From an optimization exercise on the open Yosys and OpenROAD flow, aimed at small area; shortcuts taken in it are not production practice. Only simulation tests tie the RTL to the original design; equivalence was not proved. No activity file was given, so power comes from the tool's default toggle rates.

File: flow/config.mk
export PLATFORM = sky130hd
export DESIGN_NAME = pcie_app
export DESIGN_NICKNAME = pcie_app
export VERILOG_FILES = /design/flow/design.v
export SDC_FILE = /design/flow/constraint.sdc
export NUM_CORES = 4
export LEC_CHECK = 0
export CAP_MARGIN = 20
export CORE_MARGIN = 2
export CORE_UTILIZATION = 60
export SLEW_MARGIN = 20
File: flow/constraint.sdc
create_clock -name core_clock -period 4.0 [get_ports {pcie_core_clk_i}]
set_input_delay 0.8000 -clock core_clock [delete_from_list [all_inputs] [get_ports {pcie_core_clk_i}]]
set_output_delay 0.8000 -clock core_clock [all_outputs]
set_load 0.01 [all_outputs]
File: flow/design.v
package pcie_app_pkg;
  localparam int DATA_W      = 64;
  localparam int KEEP_W      = DATA_W / 8;
  localparam int REG_ADDR_W  = 10;
  localparam int USER_ADDR_W = 9;
  localparam logic [31:0] DESIGN_ID = 32'hA5E0_0101;
  localparam logic [7:0] FMT_TYPE_MRD32 = 8'h00;
  localparam logic [7:0] FMT_TYPE_MWR32 = 8'h40;
  localparam logic [7:0] FMT_TYPE_CPLD  = 8'h4A;
  typedef union packed {
    struct packed {
      logic [15:0] rid;
      logic [7:0]  tag;
      logic [3:0]  last_be;
      logic [3:0]  first_be;
      logic [7:0]  fmt_type;
      logic        rsvd0;
      logic [2:0]  tc;
      logic [3:0]  rsvd1;
      logic        td;
      logic        ep;
      logic [1:0]  attr;
      logic [1:0]  rsvd2;
      logic [9:0]  length;
    } hdr;
    struct packed {
      logic [31:0] data;
      logic [29:0] addr;
      logic [1:0]  addr_rsvd;
    } ad;
  } tlp_beat_u;
endpackage
`timescale 1ns/100ps
import pcie_app_pkg::*;
module pcie_app
#(
  parameter int NUM_REGS = 16
)
(
  input  logic                   pcie_core_clk_i,
  input  logic                   rst_n_i,
  input  logic                   s_axis_tx_tready_i,
  output logic [DATA_W-1:0]      s_axis_tx_tdata_o,
  output logic [KEEP_W-1:0]      s_axis_tx_tkeep_o,
  output logic                   s_axis_tx_tlast_o,
  output logic                   s_axis_tx_tvalid_o,
  input  logic [DATA_W-1:0]      m_axis_rx_tdata_i,
  input  logic                   m_axis_rx_tlast_i,
  input  logic                   m_axis_rx_tvalid_i,
  output logic                   m_axis_rx_tready_o,
  input  logic [7:0]             cfg_bus_number_i,
  input  logic [4:0]             cfg_device_number_i,
  input  logic [2:0]             cfg_function_number_i,
  output logic [31:0]            user_data_o,
  output logic [USER_ADDR_W-1:0] user_addr_o,
  output logic                   user_wr_req_o,
  input  logic [31:0]            user_data_i,
  input  logic                   user_rd_ack_i,
  output logic                   user_rd_req_o
);
  function automatic int bits_for(input int n);
    bits_for = 1;
    while ((1 << bits_for) < n)
      bits_for++;
  endfunction
  localparam int NR = NUM_REGS - 1;         
  localparam int PW = bits_for(NUM_REGS);   
  localparam logic [2:0] ST_CLR  = 3'd0;   
  localparam logic [2:0] ST_IDLE = 3'd1;   
  localparam logic [2:0] ST_DISC = 3'd2;   
  localparam logic [2:0] ST_WR   = 3'd3;   
  localparam logic [2:0] ST_RD   = 3'd4;   
  localparam logic [2:0] ST_CPL0 = 3'd5;   
  localparam logic [2:0] ST_RDW  = 3'd6;   
  localparam logic [2:0] ST_CPL1 = 3'd7;   
  function automatic logic [31:0] dw_swap(input logic [31:0] dw);
    dw_swap = {dw[7:0], dw[15:8], dw[23:16], dw[31:24]};
  endfunction
  logic [2:0]       st_q;
  logic [PW-1:0]    pos_q;
  logic [NR*32-1:0] ring_q;
  logic [31:0]      ring_out;
  logic [31:0]      ring_in;
  logic [31:0]      val_q;      
  logic [31:0]      val_src;
  logic [2:0]       tc_q;
  logic [1:0]       attr_q;
  logic [15:0]      rid_q;
  logic [7:0]       tag_q;
  logic [63:0] d;
  logic [9:0]  a;
  logic        vld;
  logic        a_user;
  logic        a_reg;
  logic        a_here;
  logic        hdr_ok;
  logic        wr_now;
  assign d      = m_axis_rx_tdata_i;
  assign a      = d[11:2];
  assign vld    = m_axis_rx_tvalid_i;
  assign a_user = a[9];
  assign a_reg  = !a[9] && (a != 10'd0) && (a < 10'(NUM_REGS));
  assign a_here = (a[PW-1:0] == pos_q);
  assign hdr_ok = ((d[31:24] == FMT_TYPE_MRD32) || (d[31:24] == FMT_TYPE_MWR32)) &&
                  (d[9:0] == 10'd1);
  assign ring_out = ring_q[NR*32-1 -: 32];
  assign wr_now   = (st_q == ST_WR) && vld && a_reg && a_here;
  assign ring_in = (st_q == ST_CLR) ? '0 : wr_now ? dw_swap(d[63:32]) : ring_out;
  generate
    if (NR > 1)
    begin : g_ring
      always_ff @(posedge pcie_core_clk_i)
        ring_q <= {ring_q[NR*32-33:0], ring_in};
    end
    else
    begin : g_word
      always_ff @(posedge pcie_core_clk_i)
        ring_q <= ring_in;
    end
  endgenerate
  always_ff @(posedge pcie_core_clk_i or negedge rst_n_i)
  begin
    if (!rst_n_i)
    begin
      st_q  <= ST_CLR;
      pos_q <= PW'(1);
    end
    else
    begin
      pos_q <= (pos_q == PW'(NR)) ? PW'(1) : pos_q + PW'(1);
      case (st_q)
        ST_CLR:
          if (pos_q == PW'(NR))
            st_q <= ST_IDLE;
        ST_IDLE:
          if (vld && !m_axis_rx_tlast_i)
            st_q <= !hdr_ok ? ST_DISC : d[30] ? ST_WR : ST_RD;
        ST_DISC:
          if (vld && m_axis_rx_tlast_i)
            st_q <= ST_IDLE;
        ST_WR:
          if (vld && (!a_reg || a_here))
            st_q <= ST_IDLE;
        ST_RD:
          if (vld)
            st_q <= ST_CPL0;
        ST_CPL0:
          if (s_axis_tx_tready_i)
            st_q <= ST_RDW;
        ST_RDW:
          if (a_user ? user_rd_ack_i : (!a_reg || a_here))
            st_q <= ST_CPL1;
        ST_CPL1:
          if (s_axis_tx_tready_i)
            st_q <= ST_IDLE;
        default:
          st_q <= ST_IDLE;
      endcase
    end
  end
  assign val_src = (st_q == ST_IDLE) ?
                     {cfg_bus_number_i, cfg_device_number_i, cfg_function_number_i, 16'h0004} :
                   a_user          ? dw_swap(user_data_i) :
                   a_reg           ? dw_swap(ring_out) :
                   (a == 10'd0)    ? dw_swap(DESIGN_ID) : '0;
  always_ff @(posedge pcie_core_clk_i)
  begin
    if (st_q == ST_IDLE)
    begin
      tc_q   <= d[22:20];
      attr_q <= d[13:12];
      rid_q  <= d[63:48];
      tag_q  <= d[47:40];
    end
    if ((st_q == ST_IDLE) || (st_q == ST_RDW))
      val_q <= val_src;
  end
  assign m_axis_rx_tready_o = (st_q == ST_IDLE) || (st_q == ST_DISC) ||
                              ((st_q == ST_WR) && (!a_reg || a_here)) ||
                              ((st_q == ST_CPL1) && s_axis_tx_tready_i);
  assign user_wr_req_o = (st_q == ST_WR) && vld && a_user;
  assign user_rd_req_o = (st_q == ST_RDW) && a_user;
  assign user_addr_o   = a[USER_ADDR_W-1:0];
  assign user_data_o   = dw_swap(d[63:32]);
  assign s_axis_tx_tvalid_o = (st_q == ST_CPL0) || (st_q == ST_CPL1);
  assign s_axis_tx_tlast_o  = (st_q == ST_CPL1);
  assign s_axis_tx_tkeep_o  = '1;
  assign s_axis_tx_tdata_o  = (st_q == ST_CPL1) ?
    {val_q, rid_q, tag_q, 1'b0, a[4:0], 2'b00} :
    {val_q, FMT_TYPE_CPLD, 1'b0, tc_q, 4'b0000, 2'b00, attr_q, 2'b00, 10'd1};
endmodule
File: flow/flow/run.sh
#!/bin/bash
# Standard ORFS layout with smaller port buffers and a leaner clock tree.
set -euo pipefail
export BUFFER_PORTS_ARGS="-buffer_cell sky130_fd_sc_hd__buf_1"
export CTS_ARGS="-sink_clustering_enable -repair_clock_nets -dont_use_dummy_load -buf_list sky130_fd_sc_hd__clkbuf_8 -sink_clustering_size 20 -sink_clustering_max_diameter 60"
bash standard.sh > standard.log 2>&1
File: flow/standard.sh
#!/bin/bash
# synth_recipe.tcl (not shown) runs the flow's synth.tcl, then flattens the netlist and writes it again
# the make line also repeats each setting of config.mk as NAME=value (left out here)
make -C /OpenROAD-flow-scripts/flow DESIGN_CONFIG=/design/flow/config.mk WORK_HOME=/design/flow/orfs CLKGATE_MAP_FILE= SYNTH_SCRIPT=/design/flow/synth_recipe.tcl "${@:-finish}"
==> results of run 1 <==
worst max-delay path, delay by kind of cell, from the launching register on:
family                 cells  cell delay [ns]
DFF                        1             0.58
and+or+nand+nor            2             0.38
buffers and inverters      3             1.12
logic make-up (layout without fill, tap and decap cells):
kind of cell               Yosys count  after routing
other                                2             10
DFF                                548            548
AOI/OAI and AO/OA                   57             57
and+or+nand+nor                    142            142
buffers and inverters               80            261
muxes                               39             39
xor gates and xnor gates             5              5
adders and majority gates            1              1
layout by cell type, fill, tap and decap left out, types with 2 or more instances in the layout:
cell / n
sky130_fd_sc_hd__mux2_2: 6
sky130_fd_sc_hd__a221oi_1: 15
sky130_fd_sc_hd__mux2i_1: 33
sky130_fd_sc_hd__buf_4: 6
sky130_fd_sc_hd__inv_1: 5
sky130_fd_sc_hd__nor2b_1: 2
sky130_fd_sc_hd__nor3_1: 5
sky130_fd_sc_hd__or2_2: 3
sky130_fd_sc_hd__edfxtp_1: 61
sky130_fd_sc_hd__nand2b_1: 2
sky130_fd_sc_hd__clkbuf_8: 31
sky130_fd_sc_hd__and2_1: 21
sky130_fd_sc_hd__o21ai_0: 11
sky130_fd_sc_hd__xor2_1: 5
sky130_fd_sc_hd__dfxtp_1: 480
sky130_fd_sc_hd__conb_1: 10
sky130_fd_sc_hd__nor4_1: 2
sky130_fd_sc_hd__a21oi_1: 12
sky130_fd_sc_hd__a22oi_1: 11
sky130_fd_sc_hd__nand3_1: 5
sky130_fd_sc_hd__and3_1: 4
sky130_fd_sc_hd__dfrtp_1: 6
sky130_fd_sc_hd__nor2_1: 78
sky130_fd_sc_hd__nand2_1: 12
sky130_fd_sc_hd__buf_1: 217
final cells by class:
| type | instances | area (um^2) |
|---|---|---|
| clock buffers | 31 | 427 |
| fillers | 1674 | 7650 |
| inverters | 6 | 22.5 |
| multi-input cells | 254 | 1570 |
| flip-flops and latches | 548 | 11600 |
| well taps | 285 | 357 |
| repair buffers | 224 | 865 |
through the flow:
stage	total power, uW	utilization [%]	hold WS [ns]
floorplan	6760	-	0.310
global placement	7140	64.1	0.310
detailed placement	7160	64.1	0.312
CTS	9260	66.0	0.0722
global route	9560	66.0	0.0783
finish	9150	66.0	0.0973
flip-flops by register name (all words and copies together), names as in the netlist:
name	cells
attr_q	2
pos_q	4
rid_q	16
ring_q	480
st_q	3
tag_q	8
tc_q	3
val_q	32
final timing paths:
| path | startpoint | end | slack [ns] | depth (start not counted) |
|---|---|---|---|---|
| max | st_q[1]$_DFFE_PN0P_ | s_axis_tx_tdata_o[19] | 0.50 | 5 |
| min | rst_n_i | st_q[0]$_DFFE_PN0P_ | 0.1 | 1 |
| max reg2reg | st_q[1]$_DFFE_PN0P_ | val_q[21]$_DFFE_PP_ | 0.96 | 6 |
| min reg2reg | ring_q[282]$_DFF_P_ | ring_q[314]$_DFF_P_ | 0.31 | 0 |
| max in group asynchronous | rst_n_i | pos_q[0]$_DFF_PN1_ | 3.55 | 1 |
| min in group core_clock | ring_q[282]$_DFF_P_ | ring_q[314]$_DFF_P_ | 0.31 | 0 |
routing by layer:
| metal | track usage, % | up-vias | routed length [um] |
|---|---|---|---|
| met2 | 27.7 | 197 | 9270 |
| li1 | - | 3170 | - |
| met4 | 5.34 | 0 | 588 |
| met3 | 3.31 | 41 | 1210 |
| met5 | 0 | - | 0 |
| met1 | 26.0 | 3020 | 10500 |
power by group:
group	internal [uW]	switching, uW
combinational	260	715
clock	697	1430
sequential	5950	92.1
total	6900	2240
==> run notes, run 1 <==
- In this run the number of H-tree levels came out at 1.
- Data on the critical path is required at its endpoint by roughly 3.2 ns.
- After technology mapping, the gate count stands at about 870.
- The portion of synthesized cell area occupied by the leading cell type is between 70% and 80%.
- The worst slew margin relative to its limit is between 30% and 40%.
- The post-synthesis simple-gate area fraction is roughly 5%.
- Dividing the detail-routed wire length by the instance count gives 16.0 um.
- After detailed routing, the number of vias per cell comes to approximately 4.8.
- The final setup violation count is 0.
- Summed over all cells, the static leakage comes to 0.00565 uW.
- The synthesized design contains slightly above 60 enable-type register cells.
- The number of setup buffers added after CTS is 0.
- In this run the remaining antenna-violating nets after routing total 0.
- The I/O pin count is 236.
- The final-layout setup total negative slack is 0 ns.
- The weighted congestion reported at the end of routability-driven placement is 0.796.
- IR analysis of the VDD net gives a maximum drop of approximately 0.47 mV.
- The final worst slack is about 0.5 ns.
- The most frequently used flop master after synthesis is sky130_fd_sc_hd__dfxtp_1.
- The layout overhead on the synthesized area is 8.62%.
- The CTS root buffer is sky130_fd_sc_hd__clkbuf_8.
- For this run, the top clock speed supported by timing is about 0.29 GHz.
- Along the worst path, the maximum fanout reaches 22.
- The largest area contributor in the netlist is sky130_fd_sc_hd__dfxtp_1.
- The number of gates given a new drive strength after cts is 0.
- The number of hold buffers added after CTS was 0.
- The total of warnings raised by yosys is 1.
- The clock arrives with between 0.04 and 0.05 ns of skew.
- The multiplexer area fraction after synthesis is under 10%.
- The total number of vias is around 6400.
- The fraction of the mapped netlist area in adder cells is less than 1%.
- The slowest cell on the critical path is sky130_fd_sc_hd__inv_1.
- The height of the die is 155 um.
- In this run, distinct cell masters in the synthesized netlist total 42.
- Entering global routing, the biggest net connects 40 pins.
- By area the synthesized netlist is led by sky130_fd_sc_hd__dfxtp_1 (70%), sky130_fd_sc_hd__edfxtp_1 (13%), sky130_fd_sc_hd__buf_4 (2.8%).
- The routed design has 21600 um of wire.
- TritonCTS built the clock tree.
- For this run, the total global-route usage over all layers was measured as between 10% and 20%.
- Of the synthesized area, sequential elements account for between 80% and 90%.
- Among all cell types in the netlist, the one instantiated most often is sky130_fd_sc_hd__dfxtp_1.
- In the final design database the tool counted 1184 nets.
- The share of the synthesized area in compound gates (AO/OA/AOI/OAI) is roughly 2.9%.
- At the pin with the least slew margin, the transition time is a little over 1 ns.
- The worst setup path is captured at an output pin.
- In this run, the number of DRC markers left after iteration 0 of detailed routing was 279.
- The final-report max-slew violation count is 0.
- The post-synthesis xor/xnor area fraction is less than 1%.
- The critical path startpoint category is a flop.
- For this run the aggregate overflow at the end of global routing stands at 0.
- The first-pass GRT wire length is roughly 33000 um.
- The number of global-route vias before repair is around 6200.
- The count of buffers inserted at the top-level ports is 218.
- The buffer levels on the longest clock path is 3.
- The number of hold violations in the final report is 0.
- The path class of the lowest-slack min-delay path is in2async.
- The type of the setup path with the least slack is reg2out.
- For this run, asynchronously set or reset flops after synthesis account for under 10%.
- The count of clock tree sinks is 548.
- The post-place instance area is approximately 14000 um^2.
- After detailed routing, the number of remaining DRC violations is 0.
- The fraction of layout instances using a drive strength above 1 is under 10%.
- The data arrival at the endpoint of the critical path is ~2.7 ns.
- Dividing the synthesized area by the synthesized cell count gives roughly 16 um^2.
- The final period demand of the worst path is 3.50 ns.
- The max-capacitance violation count is 0.
- The core box area is about 23000 um^2.
- The register clock-pin slew on the reported worst setup and hold paths is ~0.10 ns.
- The longest individual stage delay on the worst path is between 0.6 and 0.7 ns.
- The initial utilization of the core area, before any placement, comes to 60.8%.
- The worst slack after detailed placement is around 0.85 ns.
- The initial antenna violation count is 0.
- The combinational family with the most area after synthesis is simple AND/OR/NAND/NOR gates.
- The cell area after technology mapping is roughly 14000 um^2.
- The die footprint is between 20000 and 25000 um^2.
- The filler-free cell count of the finished design is around 1300.
- The number of antenna diodes in the final layout is 0.
- The flow ran to the end and the layout has no timing, DRC or antenna violations.
- Walking the worst path, the cells encountered are nand3_1, buf_4, inv_1, and2_1, buf_1.
- After synthesis, the most frequently instantiated cells are sky130_fd_sc_hd__dfxtp_1 (480), sky130_fd_sc_hd__nor2_1 (78), sky130_fd_sc_hd__edfxtp_1 (61).
- Detailed placement finished with a half-perimeter wire length of around 14000 um.
- In the finished design, the share of the clock period the worst path needs comes to 87.5%.
- The standard-cell row count is 55.
- In this run, synthesis produced a sequential element count of roughly 550.
- The width of the die is 155 um.
- The first detailed-routing pass took 6 iterations.
- The total power divided by cell area is 616 nW/um^2.
- The clock latency at the later pin of the worst-skew pair is approximately 0.6 ns.
- The number of placed instances, taps included, is approximately 1300.
- Buffers inserted during clock tree synthesis total 31.
- Setup repair after global routing left no endpoint under its margin.
- The finished cells cover 14900 um^2.
==> inputs of run 2 (changes only) <==
--- a/flow/config.mk
+++ b/flow/config.mk
@@ -7,5 +7,5 @@
 export LEC_CHECK = 0
 export CAP_MARGIN = 20
 export CORE_MARGIN = 2
-export CORE_UTILIZATION = 60
+export CORE_UTILIZATION = 80
 export SLEW_MARGIN = 20
==> run 2 against run 1 <==
- global-route usage grew 15 points
- critical path depth is the same
- clock-buffer cell count is the same
- final area shrank 0.35%
- routed wire length grew 37%
- power grew 2.6%
- synthesized area is the same
- die area shrank 24%
- critical endpoint is now s_axis_tx_tdata_o[5]
==> run notes, run 2 <==
- The post-route clock skew is 0.0480 ns (was 0.0437 ns).
- The total of warnings raised by yosys was 1 (unchanged).
- The final-report max-slew violation count is 0 (unchanged).
- The filler-free cell count of the finished design was 1287 (was 1348).
- The synthesis-stage register bit count is 548 (unchanged).
- The buffer levels on the longest clock path is 3 (unchanged).
- The gate count after technology mapping came to 874 (unchanged).
- The final worst slack is 0.480 ns (was 0.499 ns).
- The worst-case hold slack is 0.0772 ns (was 0.0973 ns).
- The TritonCTS clock tree is built (unchanged).
- The final-layout setup total negative slack is 0 ns (unchanged).
- The data arrival at the endpoint of the critical path was 2.72 ns (was 2.70 ns).
- The endpoint of the worst register-to-register path is ring_q[12]$_SDFF_PN0_ (was val_q[21]$_DFFE_PP_).
- The standard-cell row count came to 47 (was 55).
- The number of global-route vias before repair was 7510 (was 6160).
- The most frequently used flop master after synthesis was sky130_fd_sc_hd__dfxtp_1 (unchanged).
- The final antenna-violating net count was 0 (unchanged).
- List of cells traversed by the critical path: nand3_1, buf_4, inv_1, and2_1, buf_1 (unchanged).
- The I/O pin count came to 236 (unchanged).
- Biggest regs: ring_q (480), val_q (32), rid_q (16) (unchanged).
- The number of optimization iterations in the first detailed-route pass came to 5 (was 6).
- The final period demand of the worst path was 3.52 ns (was 3.50 ns).
- The cell count of the worst reg-to-reg path came to 5 (was 6).
- The number of setup buffers added after CTS is 0 (unchanged).
- The initial antenna violation count is 0 (unchanged).
- The total power divided by cell area is 634 nW/um^2 (was 616 nW/um^2).
- The number of gates given a new drive strength after cts is 0 (unchanged).
- The type of destination of the critical path is an output pin (unchanged).
- The number of fill cells in the layout is 606 (was 1674).
- The number of flip-flops in the largest register is 480 (unchanged).
- The mean area per synthesized cell came to 15.6 um^2 (unchanged).
- Unrepaired setup endpoints after global routing: false (unchanged).
- Most frequent cells after synthesis: sky130_fd_sc_hd__dfxtp_1 (480), sky130_fd_sc_hd__nor2_1 (78), sky130_fd_sc_hd__edfxtp_1 (61) (unchanged).
- The clock latency at the later pin of the worst-skew pair is 0.61 ns (was 0.60 ns).
- Result of the run: no timing/DRC/antenna violations (unchanged).
- The worst slew margin relative to its limit was 28.7% (was 31.6%).
- The overall fraction of global-route tracks in use is 32.6% (was 17.9%).
- The slowest cell on the critical path was sky130_fd_sc_hd__inv_1 (unchanged).
- Largest cells by area after synthesis: sky130_fd_sc_hd__dfxtp_1 (70%), sky130_fd_sc_hd__edfxtp_1 (13%), sky130_fd_sc_hd__buf_4 (2.8%) (unchanged).
- The path class of the lowest-slack min-delay path is in2async (unchanged).
- The weighted congestion reported at the end of routability-driven placement is 0.813 (was 0.796).
- The routed length per placed instance is 22.9 um (was 16.0 um).
- The worst flop-to-flop path startpoint is pos_q[0]$_DFF_PN1_ (was st_q[1]$_DFFE_PN0P_).
- The cell with the most instances after synthesis is sky130_fd_sc_hd__dfxtp_1 (unchanged).
- The first-pass GRT wire length is 43300 um (was 33000 um).
- The fraction of layout instances using a drive strength above 1 came to 5.62% (was 5.27%).
- The longest individual stage delay on the worst path is 0.65 ns (was 0.69 ns).
- The post-place instance area is 14400 um^2 (about the same).
- The register-to-register setup slack is 1.35 ns (was 0.96 ns).
- The count of hold buffers inserted by post-cts repair is 0 (unchanged).
- The total number of vias is 7209 (was 6428).
- The height of the die is 135 um (was 155 um).
- The final design area excluding fillers was 14800 um^2 (was 14900 um^2).
- The most common cell after layout, fill and taps aside is sky130_fd_sc_hd__dfxtp_1 (unchanged).
- The initial cell density of the core is 82.2% (was 60.8%).
- The number of diodes added for antenna fixing is 0 (unchanged).
- The final wirelength came to 29500 um (was 21600 um).
- The width of the die was 135 um (was 155 um).
- The portion of synthesized cell area occupied by the leading cell type is 70.3% (unchanged).
- The number of placed instances with taps included is 1256 (was 1317).
- The leakage power of the design is 0.00567 uW (was 0.00565 uW).
- The measured slew at the worst slew-check pin is 1.06 ns (was 1.02 ns).
- The largest area contributor in the netlist is sky130_fd_sc_hd__dfxtp_1 (unchanged).
- The final-stage net count was 1188 (was 1184).
- The worst-path maximum fanout is 22 (unchanged).
- The number of enable flip-flop cells after synthesis is 61 (unchanged).
- The number of hold violations in the final report is 0 (unchanged).
- The achievable clock frequency is 0.284 GHz (was 0.286 GHz).
- The max-capacitance violation count is 0 (unchanged).
- The core box area is 16600 um^2 (was 22500 um^2).
- The worst slack after detailed placement is 1.02 ns (was 0.854 ns).
- The initial detailed-routing violation count is 559 (was 279).
- The die footprint is 18200 um^2 (was 24000 um^2).
- The register containing the most flip-flops in the final layout is ring_q (unchanged).
- The number of buffers added by the clock tree synthesis step is 31 (unchanged).
- The part of the Yosys area used for sequential elements is 84.9% (unchanged).
- The count of unresolved DRC violations after routing came to 0 (unchanged).
- The final worst-path cycle share was 88.0% (was 87.5%).
- The type of the setup path with the least slack is reg2out (unchanged).
- The cell area after technology mapping was 13700 um^2 (unchanged).
- The CTS root buffer is sky130_fd_sc_hd__clkbuf_8 (unchanged).
- The required time at the endpoint of the critical path is 3.20 ns (about the same).
- The total congestion overflow is 0 (unchanged).
- The register clock-pin slew on the reported worst setup and hold paths is 0.12 ns (was 0.10 ns).
- The final setup violation count is 0 (unchanged).
- The deepest level of the CTS H-tree is 1 (unchanged).
- The distinct cell type count of the synthesized netlist was 42 (unchanged).
- The average vias per placed instance is 5.60 (was 4.77).
- The critical path startpoint category is a flop (unchanged).
- Most used cells in the layout excluding fill and tap cells: sky130_fd_sc_hd__dfxtp_1 (480), sky130_fd_sc_hd__buf_1 (217), sky130_fd_sc_hd__nor2_1 (78), sky130_fd_sc_hd__edfxtp_1 (61), sky130_fd_sc_hd__mux2i_1 (33) (unchanged).
- The layout overhead on the synthesized area is 8.24% (was 8.62%).
- The count of buffers inserted at the top-level ports is 218 (unchanged).
- The share of flip-flops with an asynchronous set or reset is 1.28% (unchanged).
- The worst IR drop on VDD is 0.601 mV (was 0.470 mV).
- The placed wire-length estimate after detailed placement was 17300 um (was 13600 um).
- The count of clock tree sinks is 548 (unchanged).
- The maximum number of pins on one net before global-route repair was 43 (was 40).
==> run 2: worst max-delay path by stage <==
stage / from / cells after the start / slack (ns) / endpoint
finish: st_q[0]$_DFFE_PN0P_ / 5 / 0.48 / s_axis_tx_tdata_o[5]
global route: st_q[1]$_DFFE_PN0P_ / 5 / 0.38 / s_axis_tx_tdata_o[5]
CTS: st_q[0]$_DFFE_PN0P_ / 5 / 0.48 / s_axis_tx_tdata_o[5]
detailed placement: m_axis_rx_tdata_i[3] / 6 / 1.02 / ring_q[12]$_SDFF_PN0_
global placement: m_axis_rx_tdata_i[9] / 6 / 1.07 / m_axis_rx_tready_o
floorplan: m_axis_rx_tdata_i[5] / 4 / 1.51 / m_axis_rx_tready_o
==> run 2: routing by layer <==
metal	global-route usage, %	routed length, um	share of wire [%]	vias up
met5	0	0	0	-
met3	5.97	1940	6.6	103
met1	40.3	11100	37	3512
met4	12.2	1170	4.0	0
li1	-	-	-	3180
met2	57.6	15400	52	414
==> run 2: power by group <==
| group | total (uW) | internal [uW] | switching [uW] |
|---|---|---|---|
| Clock | 2210 | 699 | 1510 |
| Sequential | 6070 | 5950 | 120 |
| Combinational | 1100 | 288 | 810 |
==> run 2: critical path: cells and delay by family (launching register included) <==
kind | cells | cell delay [ns]
buffers and inverters | 3 | 1.07
DFF | 1 | 0.60
and+or+nand+nor | 2 | 0.43
==> run 2: cell families (layout without fill, tap and decap cells) <==
| family | count (synthesis) | count (layout) | share of synthesized area (%) |
|---|---|---|---|
| adder cells (fa/ha/maj) | 1 | 1 | 0.0915 |
| XOR/XNOR | 5 | 5 | 0.320 |
| AO/OA/AOI/OAI | 57 | 57 | 2.90 |
| multiplexers | 39 | 39 | 2.91 |
| other | 2 | 10 | 0.0549 |
| buffers and inverters | 80 | 265 | 3.87 |
| flip-flops | 548 | 548 | 84.9 |
| AND/OR/NAND/NOR | 142 | 142 | 4.90 |
==> run 2: through the flow <==
step	power, uW	utilization [%]
after detailed placement	7210	86.4
after floorplan	6760	-
final	9380	88.9
after global routing	9630	88.9
after global placement	7140	86.4
after CTS	9360	88.9
==> run 2: area by class of cell <==
class / count / area (um^2) / area share [%]
Tap cell: 220 / 275 / 1.86
Multi-Input combinational cell: 254 / 1570 / 10.6
Sequential cell: 548 / 11600 / 78.5
Clock buffer: 31 / 427 / 2.88
Inverter: 6 / 22.5 / 0.152
Timing Repair Buffer: 228 / 895 / 6.04
==> inputs of run 3 (changes only) <==
==> flow/flow/run.sh (replaced) <==
#!/bin/bash
# Standard ORFS layout with smaller port buffers and a leaner clock tree.
set -euo pipefail
export BUFFER_PORTS_ARGS="-buffer_cell sky130_fd_sc_hd__buf_1"
export CTS_ARGS="-sink_clustering_enable -repair_clock_nets -dont_use_dummy_load -buf_list sky130_fd_sc_hd__clkbuf_4 -sink_clustering_size 12 -sink_clustering_max_diameter 40"
bash standard.sh > standard.log 2>&1
--- a/flow/config.mk
+++ b/flow/config.mk
@@ -7,5 +7,5 @@
 export LEC_CHECK = 0
 export CAP_MARGIN = 20
 export CORE_MARGIN = 2
-export CORE_UTILIZATION = 80
+export CORE_UTILIZATION = 40
 export SLEW_MARGIN = 20
==> run 3 against run 2 <==
- still clean
- clock-buffer cell count up 29
- sequential power about the same
- sequential share of layout area down 1.8 points
- core utilization down 44 points
- global-route usage down 19 points
- clock skew up 0.025 ns
- routed wire length down 20%
- critical path depth unchanged
- register-to-register slack better by 0.08 ns
==> run notes, run 3 <==
- The average vias per placed instance was 4.31 (was 5.60).
- The worst-case hold slack is 0.214 ns (was 0.0772 ns).
- The final setup violation count is 0 (unchanged).
- The clock share of power is 23.9% (was 23.6%).
- The filler-free cell count of the finished design was 1548 (was 1287).
- The most common cell after layout, fill and taps aside is sky130_fd_sc_hd__dfxtp_1 (unchanged).
- The kind of cell adding the most delay to the critical path is buffers and inverters (unchanged).
- The total congestion overflow was 0 (unchanged).
- The number of setup buffers added after CTS was 0 (unchanged).
- The combined buffer and inverter count along the critical path is 3 (unchanged).
- The final-layout setup total negative slack is 0 ns (unchanged).
- The layout overhead on the synthesized area came to 10.8% (was 8.24%).
- The most frequently used flop master after synthesis is sky130_fd_sc_hd__dfxtp_1 (unchanged).
- The largest area contributor in the netlist is sky130_fd_sc_hd__dfxtp_1 (unchanged).
- The part of the Yosys area used for sequential elements is 84.9% (unchanged).
- The maximum number of pins on one net before global-route repair is 37 (was 43).
- The sequential cell area in the final layout was 11600 um^2 (unchanged).
- The multiplexer area fraction after synthesis is 2.91% (unchanged).
- The combinational share of power is 11.1% (was 11.7%).
- The register clock-pin slew on the reported worst setup and hold paths came to 0.10 ns (was 0.12 ns).
- The amount of wire on met2 after detailed routing came to 10200 um (was 15400 um).
- The cell area after technology mapping came to 13700 um^2 (unchanged).
- The combinational family with the most area after synthesis is simple AND/OR/NAND/NOR gates (unchanged).
- The register containing the most flip-flops in the final layout is ring_q (unchanged).
- The first-pass GRT wire length was 35400 um (was 43300 um).
- The I/O pin count is 236 (unchanged).
- The area occupied by multi-input gates is 1570 um^2 (unchanged).
- List of cells traversed by the critical path: nand3_1, inv_1, buf_4, and2_1, buf_1 (was nand3_1, buf_4, inv_1, and2_1, buf_1).
- Most used cells in the layout excluding fill and tap cells: sky130_fd_sc_hd__dfxtp_1 (480), sky130_fd_sc_hd__buf_1 (217), sky130_fd_sc_hd__nor2_1 (78), sky130_fd_sc_hd__edfxtp_1 (61), sky130_fd_sc_hd__clkbuf_4 (60) (was sky130_fd_sc_hd__dfxtp_1 (480), sky130_fd_sc_hd__buf_1 (217), sky130_fd_sc_hd__nor2_1 (78), sky130_fd_sc_hd__edfxtp_1 (61), sky130_fd_sc_hd__mux2i_1 (33)).
- The gate count after technology mapping is 874 (unchanged).
- The TritonCTS clock tree is built (unchanged).
- Largest cells by area after synthesis: sky130_fd_sc_hd__dfxtp_1 (70%), sky130_fd_sc_hd__edfxtp_1 (13%), sky130_fd_sc_hd__buf_4 (2.8%) (unchanged).
- The CTS root buffer is sky130_fd_sc_hd__clkbuf_4 (was sky130_fd_sc_hd__clkbuf_8).
- The number of global-route vias before repair was 6535 (was 7510).
- The cell with the most instances after synthesis is sky130_fd_sc_hd__dfxtp_1 (unchanged).
- The count of unresolved DRC violations after routing is 0 (unchanged).
- The deepest level of the CTS H-tree is 2 (was 1).
- The worst IR drop on VDD is 0.253 mV (was 0.601 mV).
- The uppermost metal layer occupied by signal nets was met5 (was met4).
- The final worst slack is 0.592 ns (was 0.480 ns).
- The critical path startpoint category is a flop (unchanged).
- The post-synthesis simple-gate area fraction is 4.90% (unchanged).
- The overall fraction of global-route tracks in use was 13.1% (was 32.6%).
- The total number of vias is 6679 (was 7209).
- Biggest regs: ring_q (480), val_q (32), rid_q (16) (unchanged).
- The internal cell power is 6930 uW (about the same).
- The switching fraction of total power is 25.4% (was 26.1%).
- The max-capacitance violation count was 0 (unchanged).
- The number of flip-flops in the largest register is 480 (unchanged).
- The leakage power of the design is 0.00574 uW (was 0.00567 uW).
- The number of enable flip-flop cells after synthesis is 61 (unchanged).
- The total power divided by cell area was 613 nW/um^2 (was 634 nW/um^2).
- The data arrival at the endpoint of the critical path is 2.61 ns (was 2.72 ns).
- The die footprint is 35700 um^2 (was 18200 um^2).
- The initial antenna violation count is 4 (was 0).
- The number of optimization iterations in the first detailed-route pass is 4 (was 5).
- The number of fill cells in the layout came to 3025 (was 606).
- The path class of the lowest-slack min-delay path is in2reg (was in2async).
- The standard-cell row count was 67 (was 47).
- The worst-path maximum fanout is 13 (was 22).
- The final-report max-slew violation count is 0 (unchanged).
- The final antenna-violating net count is 0 (unchanged).
- The clock latency at the later pin of the worst-skew pair is 0.75 ns (was 0.61 ns).
- The number of buffers added by the clock tree synthesis step was 60 (was 31).
- The routed length on met1 came to 11200 um (was 11100 um).
- The type of the setup path with the least slack is reg2out (unchanged).
- The number of placed instances with taps included is 1486 (was 1256).
- The mean area per synthesized cell is 15.6 um^2 (unchanged).
- The distinct cell type count of the synthesized netlist is 42 (unchanged).
- Unrepaired setup endpoints after global routing: false (unchanged).
- The core box area is 33600 um^2 (was 16600 um^2).
- The fraction of layout instances using a drive strength above 1 was 8.28% (was 5.62%).
- The buffer levels on the longest clock path is 3 (unchanged).
- The slowest cell on the critical path is sky130_fd_sc_hd__inv_1 (unchanged).
- The final period demand of the worst path is 3.41 ns (was 3.52 ns).
- Result of the run: no timing/DRC/antenna violations (unchanged).
- The initial detailed-routing violation count was 326 (was 559).
- The post-route clock skew came to 0.0734 ns (was 0.0480 ns).
- The number of logic stages on the critical path including buffering is 5 (unchanged).
- The initial cell density of the core is 40.7% (was 82.2%).
- The width of the die is 189 um (was 135 um).
- The type of destination of the critical path is an output pin (unchanged).
- The worst slack after detailed placement is 0.859 ns (was 1.02 ns).
- The synthesis-stage register bit count came to 548 (unchanged).
- The switching power is 2360 uW (was 2440 uW).
- The final wirelength came to 23600 um (was 29500 um).
- The count of buffers inserted at the top-level ports is 218 (unchanged).
- The share of flip-flops with an asynchronous set or reset is 1.28% (unchanged).
- The weighted congestion reported at the end of routability-driven placement is 0.796 (was 0.813).
- The post-synthesis xor/xnor area fraction is 0.320% (unchanged).
- The number of hold violations in the final report was 0 (unchanged).
- The total met3 wirelength after detailed routing is 1330 um (was 1940 um).
- The portion of synthesized cell area occupied by the leading cell type was 70.3% (unchanged).
- The share of total power in sequential cells is 64.9% (was 64.7%).
- The cell count of the worst reg-to-reg path is 5 (unchanged).
- The final worst-path cycle share is 85.2% (was 88.0%).
- The count of clock tree sinks is 548 (unchanged).
- Most frequent cells after synthesis: sky130_fd_sc_hd__dfxtp_1 (480), sky130_fd_sc_hd__nor2_1 (78), sky130_fd_sc_hd__edfxtp_1 (61) (unchanged).
- The share of the synthesized area in compound gates (AO/OA/AOI/OAI) is 2.90% (unchanged).
- The height of the die is 189 um (was 135 um).
- The final-stage net count is 1220 (was 1188).
- The longest individual stage delay on the worst path was 0.59 ns (was 0.65 ns).
- The achievable clock frequency came to 0.293 GHz (was 0.284 GHz).
- The placed wire-length estimate after detailed placement is 15400 um (was 17300 um).
- The routed length per placed instance is 15.2 um (was 22.9 um).
- The total of warnings raised by yosys is 1 (unchanged).
- The measured slew at the worst slew-check pin came to 0.787 ns (was 1.06 ns).
- The fraction of the mapped netlist area in adder cells is 0.0915% (unchanged).
- The required time at the endpoint of the critical path is 3.20 ns (about the same).
- The worst slew margin relative to its limit is 47.2% (was 28.7%).
- The hold-critical path depth is 1.
## run 3: cell counts after synthesis
No cell type changed its count.
## run 3: worst register-to-register path: stages, from the launching register on
cell and delay [ns]:
sky130_fd_sc_hd__dfstp_2 0.58, sky130_fd_sc_hd__xor2_1 0.08, sky130_fd_sc_hd__nor4_2 0.62, sky130_fd_sc_hd__and4_4 0.82, sky130_fd_sc_hd__mux2i_1 0.27, sky130_fd_sc_hd__nor2_1 0.06
## run 3: layout make-up
class / instances / area share [%]
multi-input combinational: 254 / 10.3
antenna: 1 / 0.0165
inverter: 6 / 0.149
clock buffer: 60 / 2.97
timing repair buffer: 231 / 6.15
sequential: 548 / 76.7
tap: 448 / 3.70
## run 3: kinds of logic (layout without fill, tap and decap cells)
logic type	count (synthesis)	after routing
buffers and inverters	80	297
flip-flops	548	548
AO/OA/AOI/OAI	57	57
AND/OR/NAND/NOR	142	142
XOR/XNOR	5	5
adder cells (fa/ha/maj)	1	1
other	2	11
multiplexers	39	39
## run 3: power groups by stage
stage / Sequential, uW / Combinational, uW / Clock (uW)
detailed placement: 6170 / 1060 / 0
global route: 6070 / 1140 / 2560
floorplan: 6230 / 534 / 0
CTS: 6040 / 1060 / 2360
global placement: 6160 / 1040 / 0
finish: 6040 / 1040 / 2220
## run 3: path summary, 6_finish.rpt
kind / startpoint / endpoint / slack, ns
setup / recovery: st_q[1]$_DFFE_PN0P_ / s_axis_tx_tdata_o[5] / 0.59
hold / removal: m_axis_rx_tdata_i[12] / attr_q[0]$_DFFE_PP_ / 0.21
setup reg to reg: pos_q[0]$_DFF_PN1_ / ring_q[15]$_SDFF_PN0_ / 1.43
hold reg to reg: ring_q[75]$_DFF_P_ / ring_q[107]$_DFF_P_ / 0.27
max in group asynchronous: rst_n_i / pos_q[0]$_DFF_PN1_ / 3.04
min in group asynchronous: rst_n_i / st_q[1]$_DFFE_PN0P_ / 0.54
## run 3: repair_timing
action | 4_1_cts | 5_1_grt
hold buffers | 1 | 0
gates resized for setup | 0 | 0
endpoints found under the hold margin | 6 | 0
## run 3: through the flow
stage	total power [uW]	cell area, um^2	util (%)
after floorplan	6760	13700	-
after global placement	7200	14700	43.7
after detailed placement	7230	14700	43.7
after CTS	9460	15100	45.1
after global routing	9770	15200	45.1
final	9300	15200	45.1
## run 3: per-layer routing
| metal | up-vias | global-route usage (%) |
|---|---|---|
| li1 | 3257 | - |
| met1 | 3148 | 17.7 |
| met2 | 202 | 19.5 |
| met3 | 68 | 3.89 |
| met4 | 4 | 5.92 |
| met5 | - | 0 |
==> inputs of run 4 (changes only) <==
--- a/flow/design.v
+++ b/flow/design.v
@@ -78,6 +78,8 @@
   endfunction
   logic [2:0]       st_q;
   logic [PW-1:0]    pos_q;
+  logic [PW-1:0]    pos_nxt;
+  logic             pos_last;   
   logic [NR*32-1:0] ring_q;
   logic [31:0]      ring_out;
   logic [31:0]      ring_in;
@@ -118,6 +120,18 @@
         ring_q <= ring_in;
     end
   endgenerate
+  generate
+    if (NUM_REGS == 16)
+    begin : g_lfsr
+      assign pos_nxt  = {pos_q[2:0], pos_q[3] ^ pos_q[2]};
+      assign pos_last = (pos_q == 4'b1000);
+    end
+    else
+    begin : g_count
+      assign pos_nxt  = (pos_q == PW'(NR)) ? PW'(1) : pos_q + PW'(1);
+      assign pos_last = (pos_q == PW'(NR));
+    end
+  endgenerate
   always_ff @(posedge pcie_core_clk_i or negedge rst_n_i)
   begin
     if (!rst_n_i)
@@ -127,10 +141,10 @@
     end
     else
     begin
-      pos_q <= (pos_q == PW'(NR)) ? PW'(1) : pos_q + PW'(1);
+      pos_q <= pos_nxt;
       case (st_q)
         ST_CLR:
-          if (pos_q == PW'(NR))
+          if (pos_last)
             st_q <= ST_IDLE;
         ST_IDLE:
           if (vld && !m_axis_rx_tlast_i)
==> flow/flow/run.sh (replaced) <==
#!/bin/bash
# Standard ORFS layout with smaller port buffers and a leaner clock tree.
set -euo pipefail
export BUFFER_PORTS_ARGS="-buffer_cell sky130_fd_sc_hd__buf_1"
export CTS_ARGS="-sink_clustering_enable -repair_clock_nets -dont_use_dummy_load -buf_list sky130_fd_sc_hd__clkbuf_8 -sink_clustering_size 20 -sink_clustering_max_diameter 60"
bash standard.sh > standard.log 2>&1
--- a/flow/config.mk
+++ b/flow/config.mk
@@ -7,5 +7,5 @@
 export LEC_CHECK = 0
 export CAP_MARGIN = 20
 export CORE_MARGIN = 2
-export CORE_UTILIZATION = 40
+export CORE_UTILIZATION = 60
 export SLEW_MARGIN = 20
==> run 4 against run 3 <==
- setup slack got worse by 0.20 ns
- via count shrank 1.7%
- first-iteration DRC count is 3.4% lower
- final cell count is 10% lower
- clock-buffer cell count decreased by 29
- critical path type unchanged
- critical endpoint is now s_axis_tx_tdata_o[15]
- largest cell class unchanged
- highest routed layer is now met4
==> run notes, run 4 <==
- The final worst-path cycle share is 90.2% (was 85.2%).
- The count of buffers inserted at the top-level ports came to 218 (unchanged).
- The worst IR drop on VDD was 0.390 mV (was 0.253 mV).
- The register containing the most flip-flops in the final layout is ring_q (unchanged).
- The part of the Yosys area used for sequential elements is 85.3% (was 84.9%).
- The register clock-pin slew on the reported worst setup and hold paths is 0.11 ns (was 0.10 ns).
- The die footprint is 23900 um^2 (was 35700 um^2).
- The final total power was 8710 uW (was 9300 uW).
- The combinational share of power is 7.7% (was 11.1%).
- The total of warnings raised by yosys is 1 (unchanged).
- The deepest level of the CTS H-tree is 1 (was 2).
- The max-capacitance violation count is 0 (unchanged).
- The CTS root buffer is sky130_fd_sc_hd__clkbuf_8 (was sky130_fd_sc_hd__clkbuf_4).
- The portion of synthesized cell area occupied by the leading cell type is 70.5% (was 70.3%).
- The final-stage net count is 1224 (was 1220).
- The post-place instance area is 14500 um^2 (was 14700 um^2).
- The worst setup path startpoint is st_q[0]$_DFFE_PN0P_ (was st_q[1]$_DFFE_PN0P_).
- The number of optimization iterations in the first detailed-route pass is 4 (unchanged).
- The final wirelength is 22200 um (was 23600 um).
- The number of diodes added for antenna fixing is 0 (was 1).
- The share of flip-flops with an asynchronous set or reset was 1.28% (unchanged).
- List of cells traversed by the critical path: nand3_1, inv_1, buf_4, and2_1, buf_1 (unchanged).
- The total congestion overflow was 0 (unchanged).
- The worst flop-to-flop path startpoint is st_q[2]$_DFFE_PN0P_ (was pos_q[0]$_DFF_PN1_).
- The width of the die is 155 um (was 189 um).
- The total power divided by cell area is 585 nW/um^2 (was 613 nW/um^2).
- The area occupied by multi-input gates is 1500 um^2 (was 1570 um^2).
- The path class of the lowest-slack min-delay path is in2async (was in2reg).
- Result of the run: no timing/DRC/antenna violations (unchanged).
- The worst-path maximum fanout is 19 (was 13).
- The weighted congestion reported at the end of routability-driven placement was 0.764 (was 0.796).
- The critical path startpoint category is a flop (unchanged).
- The first-pass GRT wire length is 33400 um (was 35400 um).
- The final setup violation count was 0 (unchanged).
- The maximum number of pins on one net before global-route repair is 40 (was 37).
- The clock latency at the later pin of the worst-skew pair is 0.61 ns (was 0.75 ns).
- The buffer levels on the longest clock path came to 3 (unchanged).
- The mean area per synthesized cell was 15.0 um^2 (was 15.6 um^2).
- The final-report max-slew violation count is 0 (unchanged).
- Most used cells in the layout excluding fill and tap cells: sky130_fd_sc_hd__dfxtp_1 (480), sky130_fd_sc_hd__buf_1 (217), sky130_fd_sc_hd__nand2_1 (76), sky130_fd_sc_hd__edfxtp_1 (61), sky130_fd_sc_hd__nor2_1 (42) (was sky130_fd_sc_hd__dfxtp_1 (480), sky130_fd_sc_hd__buf_1 (217), sky130_fd_sc_hd__nor2_1 (78), sky130_fd_sc_hd__edfxtp_1 (61), sky130_fd_sc_hd__clkbuf_4 (60)).
- The type of the setup path with the least slack is reg2out (unchanged).
- The worst-case hold slack came to 0.0997 ns (was 0.214 ns).
- The total number of vias is 6563 (was 6679).
- The longest individual stage delay on the worst path came to 0.72 ns (was 0.59 ns).
- The cell with the most instances after synthesis is sky130_fd_sc_hd__dfxtp_1 (unchanged).
- The synthesis-stage register bit count was 548 (unchanged).
- The overall fraction of global-route tracks in use is 18.3% (was 13.1%).
- The leakage power of the design is 0.00566 uW (was 0.00574 uW).
- The required time at the endpoint of the critical path is 3.20 ns (about the same).
- The routed length per placed instance is 16.0 um (was 15.2 um).
- The combined buffer and inverter count along the critical path came to 3 (unchanged).
- Unrepaired setup endpoints after global routing: false (unchanged).
- The largest area contributor in the netlist is sky130_fd_sc_hd__dfxtp_1 (unchanged).
- The end-of-flow core utilization is 66.4% (was 45.1%).
- The number of global-route vias before repair is 6067 (was 6535).
- The number of buffers added by the clock tree synthesis step is 31 (was 60).
- The count of clock tree sinks is 548 (unchanged).
- The final antenna-violating net count is 0 (unchanged).
- The I/O pin count is 236 (unchanged).
- The standard-cell row count was 55 (was 67).
- The number of setup buffers added after CTS came to 0 (unchanged).
- The cell area after technology mapping came to 13600 um^2 (was 13700 um^2).
- The switching fraction of total power is 22.8% (was 25.4%).
- The TritonCTS clock tree is built (unchanged).
- The number of flip-flops in the largest register is 480 (unchanged).
- The post-route clock skew is 0.0401 ns (was 0.0734 ns).
- Most frequent cells after synthesis: sky130_fd_sc_hd__dfxtp_1 (480), sky130_fd_sc_hd__nand2_1 (76), sky130_fd_sc_hd__edfxtp_1 (61) (was sky130_fd_sc_hd__dfxtp_1 (480), sky130_fd_sc_hd__nor2_1 (78), sky130_fd_sc_hd__edfxtp_1 (61)).
- The number of gates given a new drive strength after cts came to 0 (unchanged).
- The initial cell density of the core is 60.7% (was 40.7%).
- The final-layout setup total negative slack came to 0 ns (unchanged).
- The core box area was 22400 um^2 (was 33600 um^2).
- The switching power is 1990 uW (was 2360 uW).
- The slowest cell on the critical path is sky130_fd_sc_hd__dfrtp_1 (was sky130_fd_sc_hd__inv_1).
- The initial antenna violation count is 0 (was 4).
- The sequential cell area in the final layout is 11600 um^2 (unchanged).
- The fraction of layout instances using a drive strength above 1 is 5.53% (was 8.28%).
- The data arrival at the endpoint of the critical path is 2.81 ns (was 2.61 ns).
- The count of unresolved DRC violations after routing is 0 (unchanged).
- Biggest regs: ring_q (480), val_q (32), rid_q (16) (unchanged).
- The clock share of power was 24.6% (was 23.9%).
- The number of hold violations in the final report came to 0 (unchanged).
- The number of fill cells in the layout is 1710 (was 3025).
- The initial detailed-routing violation count was 315 (was 326).
- The final period demand of the worst path came to 3.61 ns (was 3.41 ns).
- The internal cell power came to 6720 uW (was 6930 uW).
- The achievable clock frequency was 0.277 GHz (was 0.293 GHz).
- The kind of cell adding the most delay to the critical path is buffers and inverters (unchanged).
- The type of destination of the critical path was an output pin (unchanged).
- The average vias per placed instance came to 4.73 (was 4.31).
- The worst slew margin relative to its limit came to 28.7% (was 47.2%).
- The most frequently used flop master after synthesis is sky130_fd_sc_hd__dfxtp_1 (unchanged).
- The most common cell after layout, fill and taps aside is sky130_fd_sc_hd__dfxtp_1 (unchanged).
- The layout overhead on the synthesized area is 9.30% (was 10.8%).
- The gate count after technology mapping is 909 (was 874).
- The number of enable flip-flop cells after synthesis came to 61 (unchanged).
- The share of total power in sequential cells is 67.7% (was 64.9%).
- The measured slew at the worst slew-check pin is 1.07 ns (was 0.787 ns).
- Largest cells by area after synthesis: sky130_fd_sc_hd__dfxtp_1 (71%), sky130_fd_sc_hd__edfxtp_1 (13%), sky130_fd_sc_hd__buf_4 (2.8%) (was sky130_fd_sc_hd__dfxtp_1 (70%), sky130_fd_sc_hd__edfxtp_1 (13%), sky130_fd_sc_hd__buf_4 (2.8%)).
- The height of the die is 155 um (was 189 um).
- The count of hold buffers inserted by post-cts repair is 0 (was 1).
- The placed wire-length estimate after detailed placement is 14300 um (was 15400 um).
- The final design area excluding fillers is 14900 um^2 (was 15200 um^2).
- The distinct cell type count of the synthesized netlist is 39 (was 42).
run 4: metrics by stage:
step / setup slack [ns] / instances
detailed placement: 0.796 / 1357
global placement: 0.760 / 1357
finish: 0.393 / 1388
global route: 0.127 / 1388
CTS: 0.290 / 1388
floorplan: 0.459 / 917
run 4: cell type report:
type,count,share of cell area (%)
flip-flops and latches,548,78.0
multi-input cells,279,10.1
repair buffers,235,6.36
clock buffers,31,2.87
well taps,285,2.39
inverters,10,0.252
run 4: path summary, 6_finish.rpt:
check / endpoint / slack [ns] / depth (start not counted)
worst min-delay path: st_q[0]$_DFFE_PN0P_ / 0.1 / 1
min in group core_clock: ring_q[32]$_DFF_P_ / 0.30 / 0
worst min register to register: ring_q[32]$_DFF_P_ / 0.30 / 0
worst max register to register: val_q[10]$_SDFFCE_PP0P_ / 1.59 / 6
worst max-delay path: s_axis_tx_tdata_o[15] / 0.39 / 5
max in group asynchronous: pos_q[0]$_DFF_PN1_ / 3.57 / 1
run 4: per-layer routing:
layer	vias up	wire (um)	track usage, %
li1	3261	-	-
met1	3115	10700	27.0
met2	156	9880	28.0
met3	31	1160	3.50
met4	0	468	4.85
met5	-	0	0
run 4: kinds of logic after synthesis:
family                   Yosys count  synth area share (%)
AO/OA/AOI/OAI                     88                  4.05
multiplexers                       5                 0.413
adder cells (fa/ha/maj)            1                0.0918
other                              2                0.0551
buffers and inverters             90                  4.06
flip-flops                       548                  85.3
AND/OR/NAND/NOR                  171                  5.79
XOR/XNOR                           4                 0.257
run 4: power by group through the flow:
stage	registers (uW)	clock network (uW)	logic, uW
floorplan	6080	0	336
global placement	6020	0	673
detailed placement	6020	0	684
CTS	5900	2220	685
global route	5920	2410	737
finish	5900	2140	673
==> inputs of run 5 (changes only) <==
--- a/flow/design.v
+++ b/flow/design.v
@@ -97,6 +97,11 @@
   logic        a_here;
   logic        hdr_ok;
   logic        wr_now;
+  logic        ring_keep;
+  logic        sel_cfg;
+  logic        sel_usr;
+  logic        sel_reg;
+  logic        sel_id;
   assign d      = m_axis_rx_tdata_i;
   assign a      = d[11:2];
   assign vld    = m_axis_rx_tvalid_i;
@@ -107,7 +112,8 @@
                   (d[9:0] == 10'd1);
   assign ring_out = ring_q[NR*32-1 -: 32];
   assign wr_now   = (st_q == ST_WR) && vld && a_reg && a_here;
-  assign ring_in = (st_q == ST_CLR) ? '0 : wr_now ? dw_swap(d[63:32]) : ring_out;
+  assign ring_keep = (st_q != ST_CLR) && !wr_now;
+  assign ring_in   = ({32{wr_now}} & dw_swap(d[63:32])) | ({32{ring_keep}} & ring_out);
   generate
     if (NR > 1)
     begin : g_ring
@@ -172,11 +178,15 @@
       endcase
     end
   end
-  assign val_src = (st_q == ST_IDLE) ?
-                     {cfg_bus_number_i, cfg_device_number_i, cfg_function_number_i, 16'h0004} :
-                   a_user          ? dw_swap(user_data_i) :
-                   a_reg           ? dw_swap(ring_out) :
-                   (a == 10'd0)    ? dw_swap(DESIGN_ID) : '0;
+  assign sel_cfg = (st_q == ST_IDLE);
+  assign sel_usr = !sel_cfg && a_user;
+  assign sel_reg = !sel_cfg && a_reg;
+  assign sel_id  = !sel_cfg && (a == 10'd0);
+  assign val_src = ({32{sel_cfg}} & {cfg_bus_number_i, cfg_device_number_i, cfg_function_number_i,
+                                     16'h0004}) |
+                   ({32{sel_usr}} & dw_swap(user_data_i)) |
+                   ({32{sel_reg}} & dw_swap(ring_out)) |
+                   ({32{sel_id}}  & dw_swap(DESIGN_ID));
   always_ff @(posedge pcie_core_clk_i)
   begin
     if (st_q == ST_IDLE)
==> run 5 against run 4 <==
- still clean on timing, DRC and antenna
- final cell count down 6.8%
- power rose by 4.0%
- maximum frequency grew 12%
- via count is 3.1% lower
- synthesized cell count fell by 9.9%
- clock skew down 0.012 ns
- clock power about the same
- core utilization rose by 0.69 points
- critical path depth is 1 higher
==> run notes, run 5 <==
- The slowest cell on the critical path is sky130_fd_sc_hd__nor4_2 (was sky130_fd_sc_hd__dfrtp_1).
- The cell count of the worst reg-to-reg path is 6 (unchanged).
- The final-stage net count is 1134 (was 1224).
- The number of diodes added for antenna fixing is 0 (unchanged).
- The end-of-flow core utilization is 67.1% (was 66.4%).
- The count of hold buffers inserted by post-cts repair is 0 (unchanged).
- The total congestion overflow is 0 (unchanged).
- The number of gates given a new drive strength after cts is 0 (unchanged).
- Result of the run: no timing/DRC/antenna violations (unchanged).
- The number of optimization iterations in the first detailed-route pass was 5 (was 4).
- The most frequently used flop master after synthesis is sky130_fd_sc_hd__dfxtp_1 (unchanged).
- The number of buffers added by the clock tree synthesis step is 31 (unchanged).
- The weighted congestion reported at the end of routability-driven placement is 0.772 (was 0.764).
- The CTS root buffer is sky130_fd_sc_hd__clkbuf_8 (unchanged).
- The die footprint came to 23600 um^2 (was 23900 um^2).
- The average vias per placed instance is 4.92 (was 4.73).
- The layout overhead on the synthesized area was 9.41% (was 9.30%).
- The count of clock tree sinks was 548 (unchanged).
- The number of placed instances with taps included is 1262 (was 1357).
- The core box area is 21900 um^2 (was 22400 um^2).
- The share of flip-flops with an asynchronous set or reset was 1.28% (unchanged).
- The type of the setup path with the least slack is in2out (was reg2out).
- The total of warnings raised by yosys came to 1 (unchanged).
- The height of the die is 154 um (was 155 um).
- The critical path startpoint category is an input pin (was flop).
- The cell with the most instances after synthesis is sky130_fd_sc_hd__dfxtp_1 (unchanged).
- The register clock-pin slew on the reported worst setup and hold paths is 0.11 ns (about the same).
- The I/O pin count is 236 (unchanged).
- The worst-case hold slack is 0.115 ns (was 0.0997 ns).
- The cell area after technology mapping is 13400 um^2 (was 13600 um^2).
- The portion of synthesized cell area occupied by the leading cell type came to 71.6% (was 70.5%).
- The number of flip-flops in the largest register was 480 (unchanged).
- The largest area contributor in the netlist is sky130_fd_sc_hd__dfxtp_1 (unchanged).
- The final wirelength is 22400 um (was 22200 um).
- Largest cells by area after synthesis: sky130_fd_sc_hd__dfxtp_1 (72%), sky130_fd_sc_hd__edfxtp_1 (14%), sky130_fd_sc_hd__buf_4 (2.9%) (was sky130_fd_sc_hd__dfxtp_1 (71%), sky130_fd_sc_hd__edfxtp_1 (13%), sky130_fd_sc_hd__buf_4 (2.8%)).
- The final period demand of the worst path was 3.21 ns (was 3.61 ns).
- The buffer levels on the longest clock path is 3 (unchanged).
- The data arrival at the endpoint of the critical path is 2.41 ns (was 2.81 ns).
- The synthesis-stage register bit count was 548 (unchanged).
- The combined buffer and inverter count along the critical path is 2 (was 3).
- The post-route clock skew was 0.0281 ns (was 0.0401 ns).
- The number of enable flip-flop cells after synthesis is 61 (unchanged).
- The standard-cell row count is 54 (was 55).
- The kind of cell adding the most delay to the critical path was simple AND/OR/NAND/NOR gates (was buffers and inverters).
- The TritonCTS clock tree is built (unchanged).
- The deepest level of the CTS H-tree came to 1 (unchanged).
- The measured slew at the worst slew-check pin is 1.05 ns (was 1.07 ns).
- The final antenna-violating net count is 0 (unchanged).
- Biggest regs: ring_q (480), val_q (32), rid_q (16) (unchanged).
- The initial antenna violation count came to 0 (unchanged).
- The routed length per placed instance was 17.3 um (was 16.0 um).
- The endpoint of the worst register-to-register path is val_q[26]$_DFFE_PP_ (was val_q[10]$_SDFFCE_PP0P_).
- The worst slew margin relative to its limit is 28.8% (was 28.7%).
- The worst IR drop on VDD is 0.356 mV (was 0.390 mV).
- The worst flop-to-flop path startpoint is st_q[0]$_DFFE_PN0P_ (was st_q[2]$_DFFE_PN0P_).
- The gate count after technology mapping was 819 (was 909).
- The filler-free cell count of the finished design came to 1293 (was 1388).
- The maximum number of pins on one net before global-route repair is 34 (was 40).
- The fraction of layout instances using a drive strength above 1 was 5.82% (was 5.53%).
- The total number of vias is 6361 (was 6563).
- The number of setup buffers added after CTS was 0 (unchanged).
- Unrepaired setup endpoints after global routing: false (unchanged).
- The path class of the lowest-slack min-delay path is in2async (unchanged).
- The longest individual stage delay on the worst path is 0.81 ns (was 0.72 ns).
- The final setup violation count is 0 (unchanged).
- The register containing the most flip-flops in the final layout is ring_q (unchanged).
- The count of buffers inserted at the top-level ports was 218 (unchanged).
- The most common cell after layout, fill and taps aside is sky130_fd_sc_hd__dfxtp_1 (unchanged).
- The max-capacitance violation count is 0 (unchanged).
- The part of the Yosys area used for sequential elements was 86.6% (was 85.3%).
- The width of the die came to 154 um (was 155 um).
- The required time at the endpoint of the critical path is 3.20 ns (about the same).
- Most used cells in the layout excluding fill and tap cells: sky130_fd_sc_hd__dfxtp_1 (480), sky130_fd_sc_hd__buf_1 (218), sky130_fd_sc_hd__edfxtp_1 (61), sky130_fd_sc_hd__a22o_1 (42), sky130_fd_sc_hd__clkbuf_8 (31) (was sky130_fd_sc_hd__dfxtp_1 (480), sky130_fd_sc_hd__buf_1 (217), sky130_fd_sc_hd__nand2_1 (76), sky130_fd_sc_hd__edfxtp_1 (61), sky130_fd_sc_hd__nor2_1 (42)).
- The final total power was 9060 uW (was 8710 uW).
- The placed wire-length estimate after detailed placement is 14700 um (was 14300 um).
- The register-to-register setup slack is 1.21 ns (was 1.59 ns).
- List of cells traversed by the critical path: buf_1, nor4_2, nor4_1, nand3_1, a22o_1, buf_1 (was nand3_1, inv_1, buf_4, and2_1, buf_1).
- The initial cell density of the core is 61.3% (was 60.7%).
- The first-pass GRT wire length is 34600 um (was 33400 um).
- The mean area per synthesized cell is 16.4 um^2 (was 15.0 um^2).
- The number of global-route vias before repair is 6414 (was 6067).
- The total power divided by cell area came to 617 nW/um^2 (was 585 nW/um^2).
- The cell seen most often among critical-path stages is sky130_fd_sc_hd__buf_1.
- The final-layout setup total negative slack is 0 ns (unchanged).
- The clock latency at the later pin of the worst-skew pair came to 0.61 ns (about the same).
- The count of unresolved DRC violations after routing came to 0 (unchanged).
- The achievable clock frequency is 0.312 GHz (was 0.277 GHz).
- The number of fill cells in the layout is 1584 (was 1710).
- Most frequent cells after synthesis: sky130_fd_sc_hd__dfxtp_1 (480), sky130_fd_sc_hd__edfxtp_1 (61), sky130_fd_sc_hd__buf_4 (51) (was sky130_fd_sc_hd__dfxtp_1 (480), sky130_fd_sc_hd__nand2_1 (76), sky130_fd_sc_hd__edfxtp_1 (61)).
- The final worst-path cycle share is 80.2% (was 90.2%).
- The leakage power of the design came to 0.00568 uW (was 0.00566 uW).
- The worst-path maximum fanout is 8 (was 19).
- The overall fraction of global-route tracks in use is 18.7% (was 18.3%).
- The initial detailed-routing violation count is 491 (was 315).
- The number of hold violations in the final report is 0 (unchanged).
- The type of destination of the critical path is an output pin (unchanged).
- The final-report max-slew violation count was 0 (unchanged).
- The distinct cell type count of the synthesized netlist is 43 (was 39).
==> run 5: changes by cell type in the layout (fill, tap and decap cells not counted), moves of 3 or more <==
cell,change
sky130_fd_sc_hd__nand2_1,-61
sky130_fd_sc_hd__a22o_1,+41
sky130_fd_sc_hd__a21oi_1,-38
sky130_fd_sc_hd__nor2_1,-31
sky130_fd_sc_hd__a221oi_1,-14
sky130_fd_sc_hd__a222oi_1,+14
sky130_fd_sc_hd__inv_1,+12
sky130_fd_sc_hd__a22oi_1,-9
sky130_fd_sc_hd__buf_4,-9
sky130_fd_sc_hd__a31oi_1,+4
sky130_fd_sc_hd__xnor2_1,+4
sky130_fd_sc_hd__xor2_1,-4
sky130_fd_sc_hd__nand3_1,+3
sky130_fd_sc_hd__nor2b_1,-3
==> run 5: worst reg2reg max path, delay by kind of cell (launching register included) <==
kind	cells	cell delay, ns
DFF	1	0.67
buffers and inverters	3	0.73
and+or+nand+nor	2	0.88
AOI/OAI and AO/OA	1	0.28
==> run 5: how the worst max path moves through the flow <==
stage / cells past startpoint / slack, ns / to / from
3_3_place_gp: 6 / 0.82 / m_axis_rx_tready_o / m_axis_rx_tdata_i[2]
6_report: 6 / 0.79 / m_axis_rx_tready_o / m_axis_rx_tdata_i[2]
4_1_cts: 6 / 0.82 / m_axis_rx_tready_o / m_axis_rx_tdata_i[2]
3_5_place_dp: 7 / 0.80 / val_q[26]$_DFFE_PP_ / m_axis_rx_tdata_i[7]
2_1_floorplan: 3 / 0.58 / val_q[0]$_DFFE_PP_ / st_q[2]$_DFFE_PN0P_
5_1_grt: 6 / 0.66 / m_axis_rx_tready_o / m_axis_rx_tdata_i[2]
==> run 5: layer usage <==
metal	routed length, um	GRT usage, %	up-vias	part of all wire [%]
met1	10600	26.9	3074	48
li1	-	-	3034	-
met2	10100	29.3	209	45
met4	634	6.25	0	2.8
met5	0	0	-	0
met3	1040	3.21	44	4.7
==> run 5: through the flow <==
step	setup slack (ns)	instance area, um^2
2_1_floorplan	0.576	13400
3_3_place_gp	0.818	14300
3_5_place_dp	0.797	14300
4_1_cts	0.818	14700
5_1_grt	0.664	14700
6_report	0.792	14700
==> run 5: kinds of logic after synthesis <==
family / count (synthesis) / share of synthesized area [%]
buffers and inverters: 94 / 4.14
AOI/OAI and AO/OA: 84 / 5.05
muxes: 5 / 0.420
other: 2 / 0.0560
DFF: 548 / 86.6
xor gates and xnor gates: 4 / 0.261
and+or+nand+nor: 81 / 3.39
adders and majority gates: 1 / 0.0932
==> run 5: final cells by class <==
cell class	instances	area, um^2	area share, %
tap	280	350	2.39
inverter	22	82.6	0.563
sequential	548	11600	79.1
timing repair buffer	227	898	6.12
clock buffer	31	427	2.91
multi-input combinational	185	1300	8.88
==> run 5: report_power, final <==
group          internal (uW)  switching (uW)  leakage [uW]
Combinational            276             631      0.000921
Sequential              5910             108       0.00453
Clock                    697            1440      0.000223
Total                   6880            2170       0.00568

## port drivers added, routing unchanged
The results above use ideal ports. As a check the final layouts listed here were re-extracted and re-timed, cells and wires unchanged.
Step 1 sets driving cells, clkbuf_16 on the clock port and buf_2 on the other inputs (assumed; they add their load-dependent delay and slew).
Step 2 times the ports against the registers' clock, not the clock port: input delays grow and output delays shrink by t, the midpoint of the rising clock arrivals with the driver on.
a / b / c = ideal / step 1 / step 2; a / b = the first two.
run | t (ns) | setup slack, ns | hold WS [ns] | clock arrival spread, ns | cell pins on the clock port's net
run 1 | 0.621 | 0.499 / 0.459 / 0.814 | 0.097 / 0.090 / 0.307 | 0.053 / 0.053 | 1
run 2 | 0.625 | 0.480 / 0.439 / 0.887 | 0.077 / 0.072 / 0.278 | 0.048 / 0.049 | 1
run 3 | 0.731 | 0.592 / 0.548 / 0.896 | 0.214 / 0.195 / 0.270 | 0.124 / 0.124 | 1
run 4 | 0.631 | 0.393 / 0.351 / 0.737 | 0.100 / 0.104 / 0.302 | 0.041 / 0.041 | 1
run 5 | 0.630 | 0.792 / 0.772 / 0.772 | 0.115 / 0.099 / 0.314 | 0.038 / 0.038 | 1
After both steps every run listed still meets setup and hold. The setup slack of run 5, which loses most, moves by -0.020 ns with the drivers and by -0.020 ns with both steps.
